From an optimization exercise on the open Yosys and OpenROAD flow, aimed at small area, a short achievable clock period and few clock cycles; shortcuts taken in it are not production practice.

## job 2801
==> flow/design.v <==
`timescale 1ns/1ps
package mem_req_pkg;
    typedef logic [31:0] addr_t;
    typedef logic [31:0] word_t;
    typedef logic [3:0] tag_t;
    typedef logic [1:0] access_len_t;
    localparam access_len_t LEN_BYTE = 2'd0;
    localparam access_len_t LEN_HALF = 2'd1;
    localparam access_len_t LEN_WORD = 2'd3;
    typedef struct packed {
        addr_t       addr;
        access_len_t len;
        logic        sext;
        tag_t        tag;
    } load_req_t;
    typedef struct packed {
        addr_t       addr;
        word_t       data;
        access_len_t len;
    } store_req_t;
endpackage
`timescale 1ns/1ps
package icache_pkg;
    localparam int OFFSET_BITS = $clog2(8);
    localparam int INDEX_BITS = $clog2(16);
    localparam int TAG_BITS = 18 - INDEX_BITS - OFFSET_BITS;
    typedef logic [8*8-1:0] line_t;
    typedef logic [INDEX_BITS-1:0] index_t;
    typedef logic [TAG_BITS-1:0] cache_tag_t;
endpackage
`timescale 1ns/1ps
module mem_subsystem (
    input  logic        clk_in,
    input  logic        rst_in,
    input  logic        rdy_in,
    input  logic [31:0] fetch_addr,
    output logic        fetch_hit,
    output logic [31:0] fetch_inst,
    input  logic        ld_valid,
    input  logic [31:0] ld_addr,
    input  logic [1:0]  ld_len,
    input  logic        ld_sext,
    input  logic [3:0]  ld_tag_in,
    output logic        ld_full,
    output logic        ld_done,
    output logic [31:0] ld_data,
    output logic [3:0]  ld_tag,
    input  logic        st_valid,
    input  logic [31:0] st_addr,
    input  logic [31:0] st_data,
    input  logic [1:0]  st_len,
    output logic        st_full,
    output logic        st_done,
    input  logic        io_buffer_full,
    input  logic [7:0]  mem_din,
    output logic [7:0]  mem_dout,
    output logic [31:0] mem_a,
    output logic        mem_wr
);
    logic        fm;
    logic        lm;
    logic        sm;
    logic [15:0] ra;
    logic [2:0]  rb;
    logic        dv;       
    logic [23:0] w;
    logic [1:0]  k;        
    logic [1:0]  last;     
    logic        sext_q;
    logic        st_done_q;
    logic        io_ok;    
    logic        hr;       
    logic        fetch_mode;
    logic        st_io;
    logic        ld_acc;
    logic        st_acc;
    logic        acc;
    logic        wide;
    logic        match;
    logic        cap;
    logic        restart;
    logic [17:0] port_a;
    logic [2:0]  rb_next;
    logic [31:0] raw;
    assign fetch_mode = fm;
    assign st_io = (st_addr[17:16] == 2'b11);
    assign ld_full = !fetch_mode;
    assign st_full = !fetch_mode || ld_valid || (st_io && !io_ok);
    assign ld_acc = fetch_mode && ld_valid;
    assign st_acc = fetch_mode && st_valid && !ld_valid && (io_ok || !st_io);
    assign acc = ld_acc || st_acc;
    assign wide = ld_valid ? (ld_len != 2'd0) : (st_len != 2'd0);
    assign match = (fetch_addr[17:2] == ra);
    assign cap = dv && match;
    assign fetch_hit = hr && match;
    assign fetch_inst = {mem_din, w};
    assign restart = !match || (rb[2] && !dv);
    always_comb begin
        if (ld_acc) begin
            port_a = ld_addr[17:0];
        end else if (st_acc) begin
            port_a = st_addr[17:0];
        end else if (fm && !rb[2]) begin
            port_a = {fetch_addr[17:2], match ? rb[1:0] : 2'b00};
        end else begin
            port_a = {ra + {15'd0, rb[2]}, rb[1:0]};
        end
    end
    assign rb_next = {1'b0, port_a[1:0]} + 3'd1;
    assign mem_a = {14'd0, port_a};
    assign mem_wr = sm || st_acc;
    assign mem_dout = fetch_mode ? st_data[7:0] : w[7:0];
    assign st_done = st_done_q;
    assign ld_done = lm && (k == last);
    always_comb begin
        case (last)
            2'd0: raw = {{24{sext_q & mem_din[7]}}, mem_din};
            2'd1: raw = {{16{sext_q & mem_din[7]}}, mem_din, w[23:16]};
            default: raw = {mem_din, w};
        endcase
    end
    assign ld_data = raw;
    always_ff @(posedge clk_in) begin
        if (rdy_in) begin
            io_ok <= !io_buffer_full;
        end else if (rst_in) begin
            io_ok <= 1'b0;
        end
    end
    always_ff @(posedge clk_in) begin
        if (rst_in) begin
            fm <= 1'b1;
            lm <= 1'b0;
            sm <= 1'b0;
            dv <= 1'b0;
            hr <= 1'b0;
            st_done_q <= 1'b0;
            ra <= fetch_addr[17:2];
            rb <= 3'd0;
        end else if (rdy_in) begin
            st_done_q <= 1'b0;
            hr <= 1'b0;
            if (fm) begin
                    if (cap && !rb[2]) begin
                        w <= {mem_din, w[23:8]};
                    end
                    if (acc) begin
                        dv <= 1'b0;
                        k <= 2'd0;
                        if (ld_acc) begin
                            fm <= 1'b0;
                            lm <= 1'b1;
                            last <= ld_len;
                            sext_q <= ld_sext;
                            ld_tag <= ld_tag_in;
                        end else if (wide) begin
                            fm <= 1'b0;
                            sm <= 1'b1;
                            k <= 2'd1;
                            last <= st_len;
                            w <= st_data[31:8];
                        end else begin
                            st_done_q <= 1'b1;
                        end
                        if (wide) begin
                            ra <= port_a[17:2];
                            rb <= rb_next;
                        end else if (!match) begin
                            ra <= fetch_addr[17:2];
                            rb <= 3'd0;
                        end
                    end else if (rb[2] && restart) begin
                        ra <= fetch_addr[17:2];
                        rb <= 3'd0;
                        dv <= 1'b0;
                    end else begin
                        ra <= port_a[17:2];
                        rb <= rb_next;
                        dv <= 1'b1;
                        hr <= (port_a[1:0] == 2'd3);
                    end
            end else if (lm) begin
                    if (k == last) begin
                        lm <= 1'b0;
                        fm <= 1'b1;
                        if (restart) begin
                            ra <= fetch_addr[17:2];
                            rb <= 3'd0;
                            dv <= 1'b0;
                        end else begin
                            ra <= port_a[17:2];
                            rb <= rb_next;
                            dv <= 1'b1;
                            hr <= (port_a[1:0] == 2'd3);
                        end
                    end else begin
                        k <= k + 2'd1;
                        w <= {mem_din, w[23:8]};
                        if (k + 2'd1 == last) begin
                            ra <= fetch_addr[17:2];
                            rb <= 3'd0;
                        end else begin
                            ra <= port_a[17:2];
                            rb <= rb_next;
                        end
                    end
            end else begin
                    if (k == last) begin
                        sm <= 1'b0;
                        fm <= 1'b1;
                        st_done_q <= 1'b1;
                        ra <= fetch_addr[17:2];
                        rb <= 3'd0;
                        dv <= 1'b0;
                    end else begin
                        k <= k + 2'd1;
                        w <= {8'd0, w[23:8]};
                        ra <= port_a[17:2];
                        rb <= rb_next;
                    end
            end
        end
    end
endmodule
export LEC_CHECK = 0
export CAP_MARGIN = 20
export CORE_MARGIN = 2
export CORE_UTILIZATION = 40
export SETUP_SLACK_MARGIN = 3
export SLEW_MARGIN = 20
create_clock -name core_clock -period 7.0 [get_ports {clk_in}]
standard.sh (not shown) runs the stock make flow with config.mk's settings and CLKGATE_MAP_FILE= SYNTH_SCRIPT=/design/flow/synth_recipe.tcl, a recipe that flattens the netlist after the stock synthesis.
==> flow/flow/run.sh <==
#!/bin/bash
# Standard layout, with the port buffers made from the smallest buffer cell and
# a clock tree of small buffers without dummy loads.
export BUFFER_PORTS_ARGS="-buffer_cell sky130_fd_sc_hd__buf_1"
export CTS_ARGS="-sink_clustering_enable -repair_clock_nets -dont_use_dummy_load -buf_list {sky130_fd_sc_hd__clkbuf_4 sky130_fd_sc_hd__clkbuf_8}"
bash standard.sh > standard.log 2>&1
Edits applied to the flow inputs when going from job 2801 to job 3379:
==> flow/design.v, changed modules only <==
module mem_subsystem (
    input  logic        clk_in,
    input  logic        rst_in,
    input  logic        rdy_in,
    input  logic [31:0] fetch_addr,
    output logic        fetch_hit,
    output logic [31:0] fetch_inst,
    input  logic        ld_valid,
    input  logic [31:0] ld_addr,
    input  logic [1:0]  ld_len,
    input  logic        ld_sext,
    input  logic [3:0]  ld_tag_in,
    output logic        ld_full,
    output logic        ld_done,
    output logic [31:0] ld_data,
    output logic [3:0]  ld_tag,
    input  logic        st_valid,
    input  logic [31:0] st_addr,
    input  logic [31:0] st_data,
    input  logic [1:0]  st_len,
    output logic        st_full,
    output logic        st_done,
    input  logic        io_buffer_full,
    input  logic [7:0]  mem_din,
    output logic [7:0]  mem_dout,
    output logic [31:0] mem_a,
    output logic        mem_wr
);
    logic        fm;
    logic        lm;
    logic        sm;
    logic [15:0] ra;
    logic [2:0]  rb;
    logic        dv;       
    logic [23:0] w;
    logic [1:0]  k;        
    logic [1:0]  last;     
    logic        sext_q;
    logic        st_done_q;
    logic        io_ok;    
    logic        fetch_mode;
    logic        st_io;
    logic        ld_acc;
    logic        st_acc;
    logic        acc;
    logic        wide;
    logic        match;
    logic        cap;
    logic        restart;
    logic [17:0] port_a;
    logic [2:0]  rb_next;
    logic [31:0] raw;
    assign fetch_mode = fm;
    assign st_io = (st_addr[17:16] == 2'b11);
    assign ld_full = !fetch_mode;
    assign st_full = !fetch_mode || ld_valid || (st_io && !io_ok);
    assign ld_acc = fetch_mode && ld_valid;
    assign st_acc = fetch_mode && st_valid && !ld_valid && (io_ok || !st_io);
    assign acc = ld_acc || st_acc;
    assign wide = ld_valid ? (ld_len != 2'd0) : (st_len != 2'd0);
    assign match = (fetch_addr[17:2] == ra);
    assign cap = dv && match;
    assign fetch_hit = fm && cap && rb[2];
    assign fetch_inst = {mem_din, w};
    assign restart = !match || (rb[2] && !dv);
    assign port_a = ld_acc ? ld_addr[17:0] : st_acc ? st_addr[17:0] : {ra + {15'd0, rb[2]}, rb[1:0]};
    assign rb_next = {1'b0, port_a[1:0]} + 3'd1;
    assign mem_a = {14'd0, port_a};
    assign mem_wr = sm || st_acc;
    assign mem_dout = fetch_mode ? st_data[7:0] : w[7:0];
    assign st_done = st_done_q;
    assign ld_done = lm && (k == last);
    always_comb begin
        case (last)
            2'd0: raw = {{24{sext_q & mem_din[7]}}, mem_din};
            2'd1: raw = {{16{sext_q & mem_din[7]}}, mem_din, w[23:16]};
            default: raw = {mem_din, w};
        endcase
    end
    assign ld_data = raw;
    always_ff @(posedge clk_in) begin
        if (rdy_in) begin
            io_ok <= !io_buffer_full;
        end else if (rst_in) begin
            io_ok <= 1'b0;
        end
    end
    always_ff @(posedge clk_in) begin
        if (rst_in) begin
            fm <= 1'b1;
            lm <= 1'b0;
            sm <= 1'b0;
            dv <= 1'b0;
            st_done_q <= 1'b0;
            ra <= fetch_addr[17:2];
            rb <= 3'd0;
        end else if (rdy_in) begin
            st_done_q <= 1'b0;
            if (fm) begin
                    if (cap && !rb[2]) begin
                        w <= {mem_din, w[23:8]};
                    end
                    if (acc) begin
                        dv <= 1'b0;
                        k <= 2'd0;
                        if (ld_acc) begin
                            fm <= 1'b0;
                            lm <= 1'b1;
                            last <= ld_len;
                            sext_q <= ld_sext;
                            ld_tag <= ld_tag_in;
                        end else if (wide) begin
                            fm <= 1'b0;
                            sm <= 1'b1;
                            k <= 2'd1;
                            last <= st_len;
                            w <= st_data[31:8];
                        end else begin
                            st_done_q <= 1'b1;
                        end
                        if (wide) begin
                            ra <= port_a[17:2];
                            rb <= rb_next;
                        end else if (!match) begin
                            ra <= fetch_addr[17:2];
                            rb <= 3'd0;
                        end
                    end else if (restart) begin
                        ra <= fetch_addr[17:2];
                        rb <= 3'd0;
                        dv <= 1'b0;
                    end else begin
                        ra <= port_a[17:2];
                        rb <= rb_next;
                        dv <= 1'b1;
                    end
            end else if (lm) begin
                    if (k == last) begin
                        lm <= 1'b0;
                        fm <= 1'b1;
                        if (restart) begin
                            ra <= fetch_addr[17:2];
                            rb <= 3'd0;
                            dv <= 1'b0;
                        end else begin
                            ra <= port_a[17:2];
                            rb <= rb_next;
                            dv <= 1'b1;
                            end
                    end else begin
                        k <= k + 2'd1;
                        w <= {mem_din, w[23:8]};
                        if (k + 2'd1 == last) begin
                            ra <= fetch_addr[17:2];
                            rb <= 3'd0;
                        end else begin
                            ra <= port_a[17:2];
                            rb <= rb_next;
                        end
                    end
            end else begin
                    if (k == last) begin
                        sm <= 1'b0;
                        fm <= 1'b1;
                        st_done_q <= 1'b1;
                        ra <= fetch_addr[17:2];
                        rb <= 3'd0;
                        dv <= 1'b0;
                    end else begin
                        k <= k + 2'd1;
                        w <= {8'd0, w[23:8]};
                        ra <= port_a[17:2];
                        rb <= rb_next;
                    end
            end
        end
    end
endmodule
[summary]
- Job 3379 finished every step from synthesis to the final layout, and the layout passed the timing, design-rule and antenna checks.
- Cmp job 2801 and job 3379 / number of buffers inserted by post-CTS setup repair / higher: job 2801
- From job 2801 to job 3379, remaining design rule violation count did not move at all.
- Job 2801 → job 3379: hold slack shows a reduction of 0.034 ns, first-pass GRT wire length went down.
- Job 3379: non-clock buffer count lower than job 2801
Function was not checked in any run of this note: the RTL went through the layout flow alone.

-- afterwards: timing with drivers on the ports --
The results above use ideal ports. As a check the final layouts listed here were re-extracted and re-timed, cells and wires unchanged.
Step 1: set_driving_cell puts a clkbuf_16 on clk_in and a buf_2 on each other input, an assumption about the parent block.
Step 2, shift: input delay + t, output delay - t, t = (earliest + latest rising clock arrival at the registers) / 2. This alone moves slack from input paths to output paths.
Three values: ideal ports, drivers, drivers and shift; two values: the first two.
run | t (ns) | setup WS [ns] | worst setup path at the end | clock arrival spread, ns
job 2801 | 0.360 | 2.838 / 2.778 / 2.531 | input to register | 0.016 / 0.015
job 3379 | 0.363 | 2.984 / 2.952 / 2.829 | input to register | 0.024 / 0.024
After both steps every run listed still meets setup and hold. For job 2801, which loses most, drivers alone change the setup slack by -0.060 ns; drivers and shift together by -0.307 ns.
